What follows belongs to an exercise in optimizing a design on an open flow for small area; a production flow would make more cautious choices.
Only simulation tests tie the RTL to the original design; equivalence was not proved.
Power is estimated from default activity; no workload was simulated.

==> flow/design.v <==
`default_nettype none
package mipsPkg;
	localparam int QueueDepth = 4;	 
	localparam int CreditWidth = 3;	 
	localparam int QueuePtrWidth = $clog2(QueueDepth);
	localparam int RegCount = 32;
	localparam int RegAddrWidth = $clog2(RegCount);
	localparam int MemWords = 16;
	localparam int MemAddrWidth = $clog2(MemWords);	 
	localparam logic [5:0] OpRType = 6'b000000;
	localparam logic [5:0] OpAddi = 6'b001000;
	localparam logic [5:0] OpAddiu = 6'b001001;
	localparam logic [5:0] OpAndi = 6'b001100;
	localparam logic [5:0] OpOri = 6'b001101;
	localparam logic [5:0] OpXori = 6'b001110;
	localparam logic [5:0] OpSlti = 6'b001010;
	localparam logic [5:0] OpSltiu = 6'b001011;
	localparam logic [5:0] OpLui = 6'b001111;
	localparam logic [5:0] OpLw = 6'b100011;
	localparam logic [5:0] OpSw = 6'b101011;
	localparam logic [5:0] OpHalt = 6'b111111;
	localparam logic [5:0] AluAdd = 6'b100000;
	localparam logic [5:0] AluAddu = 6'b100001;
	localparam logic [5:0] AluSub = 6'b100010;
	localparam logic [5:0] AluAnd = 6'b100100;
	localparam logic [5:0] AluOr = 6'b100101;
	localparam logic [5:0] AluXor = 6'b100110;
	localparam logic [5:0] AluSlt = 6'b101010;
	localparam logic [5:0] AluSltu = 6'b101011;
	localparam logic [5:0] AluLui = 6'b001111;	 
	typedef struct packed {
		logic [5:0] op;
		logic [4:0] rs;
		logic [4:0] rt;
		logic [4:0] rd;
		logic [4:0] shamt;
		logic [5:0] funct;
	} rTypeFields;
	typedef struct packed {
		logic [5:0] op;
		logic [4:0] rs;
		logic [4:0] rt;
		logic [15:0] imm;
	} iTypeFields;
	typedef union packed {
		rTypeFields r;
		iTypeFields i;
	} instrWord;
endpackage
`default_nettype wire
`default_nettype none
module mipsCore (
	input  logic clk,
	input  logic rst,
	input  logic instrValid,
	input  logic [31:0] instr,
	output logic creditReturn,
	output logic wbValid,
	output logic [4:0] wbReg,
	output logic [31:0] wbData,
	output logic halted
);
	logic [2:0] ph;
	logic clr;		 
	logic act;		 
	logic wenP;		 
	logic carry;
	logic prevLoad, prevStore;	 
	logic [3:0] P;		 
	logic [3:0] addrR;
	logic [31:0] R;
	logic [31:1][31:0] rf;
	logic [15:0][31:0] dm;
	logic ph0, ph7;
	assign ph0 = (ph == 3'd0);
	assign ph7 = (ph == 3'd7);
	localparam logic [3:0] KZero = 4'd0, KAdd = 4'd1, KSub = 4'd2, KAnd = 4'd3,
		KOr = 4'd4, KXor = 4'd5, KSlt = 4'd6, KSltu = 4'd7, KSh16 = 4'd8,
		KLoad = 4'd9, KStore = 4'd10, KHalt = 4'd11, KNop = 4'd12;
	logic [3:0] inCls, inFk;
	always_comb
	begin
		case (instr[31:26])
			6'b000000: inCls = KZero;	 
			6'b001000, 6'b001001: inCls = KAdd;
			6'b001010: inCls = KSlt;
			6'b001011: inCls = KSltu;
			6'b001100: inCls = KAnd;
			6'b001101: inCls = KOr;
			6'b001110: inCls = KXor;
			6'b001111: inCls = KSh16;
			6'b100011: inCls = KLoad;
			6'b101011: inCls = KStore;
			6'b111111: inCls = KHalt;
			default: inCls = KNop;
		endcase
		case (instr[5:0])
			6'b100000, 6'b100001: inFk = KAdd;
			6'b100010: inFk = KSub;
			6'b100100: inFk = KAnd;
			6'b100101: inFk = KOr;
			6'b100110: inFk = KXor;
			6'b101010: inFk = KSlt;
			6'b101011: inFk = KSltu;
			6'b001111: inFk = KSh16;
			default: inFk = KZero;
		endcase
	end
	logic [29:0] inWord;
	assign inWord = {inCls, instr[25:4], (instr[31:26] == 6'b000000) ? inFk : instr[3:0]};
	logic [3:0][29:0] q;
	logic [2:0] wrPtr, rdPtr, wrPtrNext, rdPtrNext;	 
	logic pop;
	logic [29:0] head;
	logic [29:0][3:0] termQ;
	always_comb
	begin
		for (int k = 0; k < 4; k++)
			for (int b = 0; b < 30; b++)
				termQ[b][k] = q[k][b] && (rdPtr[1:0] == 2'(k));
		for (int b = 0; b < 30; b++)
			head[b] = |termQ[b];
	end
	assign pop = act && ph7;
	assign wrPtrNext = wrPtr + {2'b0, instrValid};
	assign rdPtrNext = rdPtr + {2'b0, pop};
	always_ff @(posedge clk)
		for (int k = 0; k < 4; k++)
			if (instrValid && wrPtr[1:0] == 2'(k))
				q[k] <= inWord;
	logic [3:0] cls, kind;
	logic [4:0] rs, rt, rd, dest;
	logic [15:0] imm;
	assign cls = head[29:26];
	assign rs = head[25:21];
	assign rt = head[20:16];
	assign imm = head[15:0];
	assign rd = imm[15:11];
	logic isR, isLoad, isStore, isHalt, regWrite, useImm, sext;
	logic fAdd, fSub, fAnd, fOr, fXor, fSlt, fSltu, fSh16;
	always_comb
	begin
		isR = (cls == KZero);
		kind = isR ? imm[3:0] : cls;
		isLoad = (cls == KLoad);
		isStore = (cls == KStore);
		isHalt = (cls == KHalt);
		regWrite = !(isStore || isHalt || cls == KNop);
		useImm = !isR;
		sext = !(cls == KAnd || cls == KOr || cls == KXor);
		fAdd = (kind == KAdd);
		fSub = (kind == KSub);
		fAnd = (kind == KAnd);
		fOr = (kind == KOr);
		fXor = (kind == KXor);
		fSlt = (kind == KSlt);
		fSltu = (kind == KSltu);
		fSh16 = (kind == KSh16);
	end
	assign dest = isR ? rd : rt;
	logic [3:0] rsTap, rtTap, A, Bt, B, immNib;
	logic fwdA, fwdB;
	logic [31:1] selA, selB;
	logic [3:0][31:1] termA, termB;
	always_comb
	begin
		for (int i = 1; i < 32; i++)
		begin
			selA[i] = (rs == 5'(i));
			selB[i] = (rt == 5'(i));
			for (int b = 0; b < 4; b++)
			begin
				termA[b][i] = rf[i][b] && selA[i];
				termB[b][i] = rf[i][b] && selB[i];
			end
		end
		for (int b = 0; b < 4; b++)
		begin
			rsTap[b] = |termA[b];
			rtTap[b] = |termB[b];
		end
	end
	assign fwdA = wenP && (wbReg == rs);
	assign fwdB = wenP && (wbReg == rt);
	assign A = fwdA ? R[7:4] : rsTap;
	assign Bt = fwdB ? R[7:4] : rtTap;
	always_comb
		case (ph)
			3'd0: immNib = imm[3:0];
			3'd1: immNib = imm[7:4];
			3'd2: immNib = imm[11:8];
			3'd3: immNib = imm[15:12];
			default: immNib = {4{sext && imm[15]}};
		endcase
	assign B = useImm ? immNib : Bt;
	logic subm, cmpSigned;
	logic [3:0] aa, bb, res;
	logic [4:0] sum;
	logic lt;
	assign subm = fSub || fSlt || fSltu;
	assign cmpSigned = fSlt && ph7;	 
	assign aa = {A[3] ^ cmpSigned, A[2:0]};
	assign bb = {B[3] ^ cmpSigned, B[2:0]} ^ {4{subm}};
	assign sum = {1'b0, aa} + {1'b0, bb} + {4'b0, ph0 ? subm : carry};
	assign lt = !sum[4];
	always_comb
	begin
		res = '0;
		if (fAdd || fSub)
			res = sum[3:0];
		if (fAnd)
			res = A & B;
		if (fOr)
			res = A | B;
		if (fXor)
			res = A ^ B;
		if (fSh16)
			res = ph[2] ? R[23:20] : B;
		if (isStore)
			res = Bt;	 
	end
	logic [3:0] addrE, memTap;
	logic loadSel, storeSel;
	assign addrE = (ph == 3'd1) ? {sum[1:0], addrR[1:0]} : addrR;
	logic [3:0][15:0] termM;
	always_comb
	begin
		for (int j = 0; j < 16; j++)
			for (int b = 0; b < 4; b++)
				termM[b][j] = dm[j][b] && (addrE == 4'(j));
		for (int b = 0; b < 4; b++)
			memTap[b] = |termM[b];
	end
	assign loadSel = ph0 ? prevLoad : (act && isLoad);
	assign storeSel = ph0 ? prevStore : (act && isStore);
	logic haltNext;
	assign haltNext = halted || (act && isHalt);
	always_ff @(posedge clk)
	begin
		if (rst)
		begin
			ph <= '0;
			clr <= 1'b1;
			act <= 1'b0;
			wenP <= 1'b0;
			prevLoad <= 1'b0;
			prevStore <= 1'b0;
			halted <= 1'b0;
			creditReturn <= 1'b0;
			wrPtr <= '0;
			rdPtr <= '0;
		end
		else
		begin
			ph <= ph + 3'd1;
			creditReturn <= pop;
			wrPtr <= wrPtrNext;
			rdPtr <= rdPtrNext;
			if (ph7)
			begin
				clr <= 1'b0;
				halted <= haltNext;
				act <= !haltNext && (wrPtrNext != rdPtrNext);
				wenP <= act && regWrite && (dest != '0);
				prevLoad <= act && isLoad;
				prevStore <= act && isStore;
			end
		end
	end
	always_ff @(posedge clk)
	begin
		carry <= sum[4];
		P <= res;
		if (ph0)
			addrR[1:0] <= sum[3:2];
		if (ph == 3'd1)
			addrR[3:2] <= sum[1:0];
		if (ph7)
			wbReg <= dest;
		R[31:28] <= loadSel ? memTap : P;
		R[27:20] <= R[31:24];
		R[19:16] <= (fSh16 && ph[2]) ? 4'b0 : R[23:20];
		R[15:5] <= R[19:9];
		R[4] <= ((fSlt || fSltu) && ph7) ? lt : R[8];
		R[3:0] <= R[7:4];
	end
	assign wbValid = wenP && (ph == 3'd1);
	assign wbData = R;
	logic [3:0] rwd, mwd;
	logic [31:1] rwe;
	logic [15:0] mwe;
	assign rwd = clr ? 4'b0 : R[7:4];
	assign mwd = clr ? 4'b0 : P;
	always_comb
	begin
		for (int i = 1; i < 32; i++)
			rwe[i] = clr || (wenP && wbReg == 5'(i));
		for (int j = 0; j < 16; j++)
			mwe[j] = clr || (storeSel && addrE == 4'(j));
	end
	always_ff @(posedge clk)
	begin
		for (int i = 1; i < 32; i++)
			rf[i] <= {rwe[i] ? rwd : rf[i][3:0], rf[i][31:4]};
		for (int j = 0; j < 16; j++)
			dm[j] <= {mwe[j] ? mwd : dm[j][3:0], dm[j][31:4]};
	end
endmodule
`default_nettype wire
Settings: LEC_CHECK=0, ABC_AREA=1, CAP_MARGIN=20, CORE_MARGIN=2, CORE_UTILIZATION=50, PLACE_DENSITY=0.62, SLEW_MARGIN=20; clock period 7.0 ns.
standard.sh (not shown) runs the stock make flow with config.mk's settings and CLKGATE_MAP_FILE= SYNTH_SCRIPT=/design/flow/synth_recipe.tcl, a recipe that flattens the netlist after the stock synthesis.
==> flow/flow/run.sh <==
#!/bin/bash
set -euo pipefail
HERE=$(pwd)
cp -r "$FLOW_HOME/scripts" "$HERE/scripts"
cp "$HERE/flow/abc_area.script" "$HERE/scripts/abc_area.script"
export SCRIPTS_DIR="$HERE/scripts"
export CTS_ARGS="-sink_clustering_enable -repair_clock_nets -sink_clustering_size 12 -sink_clustering_max_diameter 40 -buf_list sky130_fd_sc_hd__buf_4 -dont_use_dummy_load"
export ADDER_MAP_FILE=""
export BUFFER_PORTS_ARGS="-buffer_cell sky130_fd_sc_hd__buf_1"
bash standard.sh > standard.log 2>&1
==> flow/flow/abc_area.script <==
strash
&get -n
&dch -f -C 10000
&nf -R 1000 -p -C 32 -F 8 -A 8
&put
strash
&get -n
&dch -f -C 10000
&nf -R 1000 -p -C 32 -F 8 -A 8
&put
strash
&get -n
&dch -f -C 10000
&nf -R 1000 -p -C 32 -F 8 -A 8
&put
topo
stime -c
The baseline finished with timing, DRC and antenna clean.
Rerun with:
==> flow/flow/run.sh (replaced) <==
#!/bin/bash
set -euo pipefail
HERE=$(pwd)
cp -r "$FLOW_HOME/scripts" "$HERE/scripts"
cp "$HERE/flow/abc_area.script" "$HERE/scripts/abc_area.script"
export SCRIPTS_DIR="$HERE/scripts"
export CTS_ARGS="-sink_clustering_enable -repair_clock_nets -sink_clustering_size 13 -sink_clustering_max_diameter 40 -buf_list sky130_fd_sc_hd__buf_4 -dont_use_dummy_load"
export ADDER_MAP_FILE=""
export BUFFER_PORTS_ARGS="-buffer_cell sky130_fd_sc_hd__buf_1"
bash standard.sh > standard.log 2>&1
==> flow/flow/abc_area.script (replaced) <==
strash
&get -n
&dch -f
&nf -R 1000 -p
&put
strash
&get -n
&dch -f
&nf -R 1000 -p
&put
topo
stime -c
CORE_UTILIZATION = 55   (was 50)
PLACE_DENSITY = 0.66   (was 0.62)
After rerunning: Die area drops by a little under a tenth. Area after synthesis is higher slightly. Clock-buffer cell count goes down by 11. Global-route usage rises by 2.2 points. Final cell count fell by a few percent. Design area barely changes. Power goes down slightly. Wire length went up slightly. Clock power decreases by a few percent.

[port drivers added, routing unchanged]
How much do the figures lean on ideal ports? The routed layouts below were timed once more, with nothing changed but the port constraints. Step 1 (the two cells are an assumption about what drives the block):
set clk [get_ports {clk}]
set_driving_cell -lib_cell sky130_fd_sc_hd__clkbuf_16 $clk
set_driving_cell -lib_cell sky130_fd_sc_hd__buf_2 [delete_from_list [all_inputs] $clk]
Step 2, shift: input delay + t, output delay - t, t = (earliest + latest rising clock arrival at the registers) / 2. This alone moves slack from input paths to output paths. Slacks: ideal / step 1 / step 2; pairs: ideal / step 1.
run	shift t [ns]	setup WS [ns]	hold WS [ns]	worst slew at a driven data input, ns	cell pins on the clock port's net
the first run	0.910	0.327 / 0.327 / 0.327	0.255 / 0.255 / 0.255	0.06	1
the second run	0.907	0.694 / 0.694 / 0.694	0.253 / 0.253 / 0.253	0.06	1
After both steps every run listed still meets setup and hold.
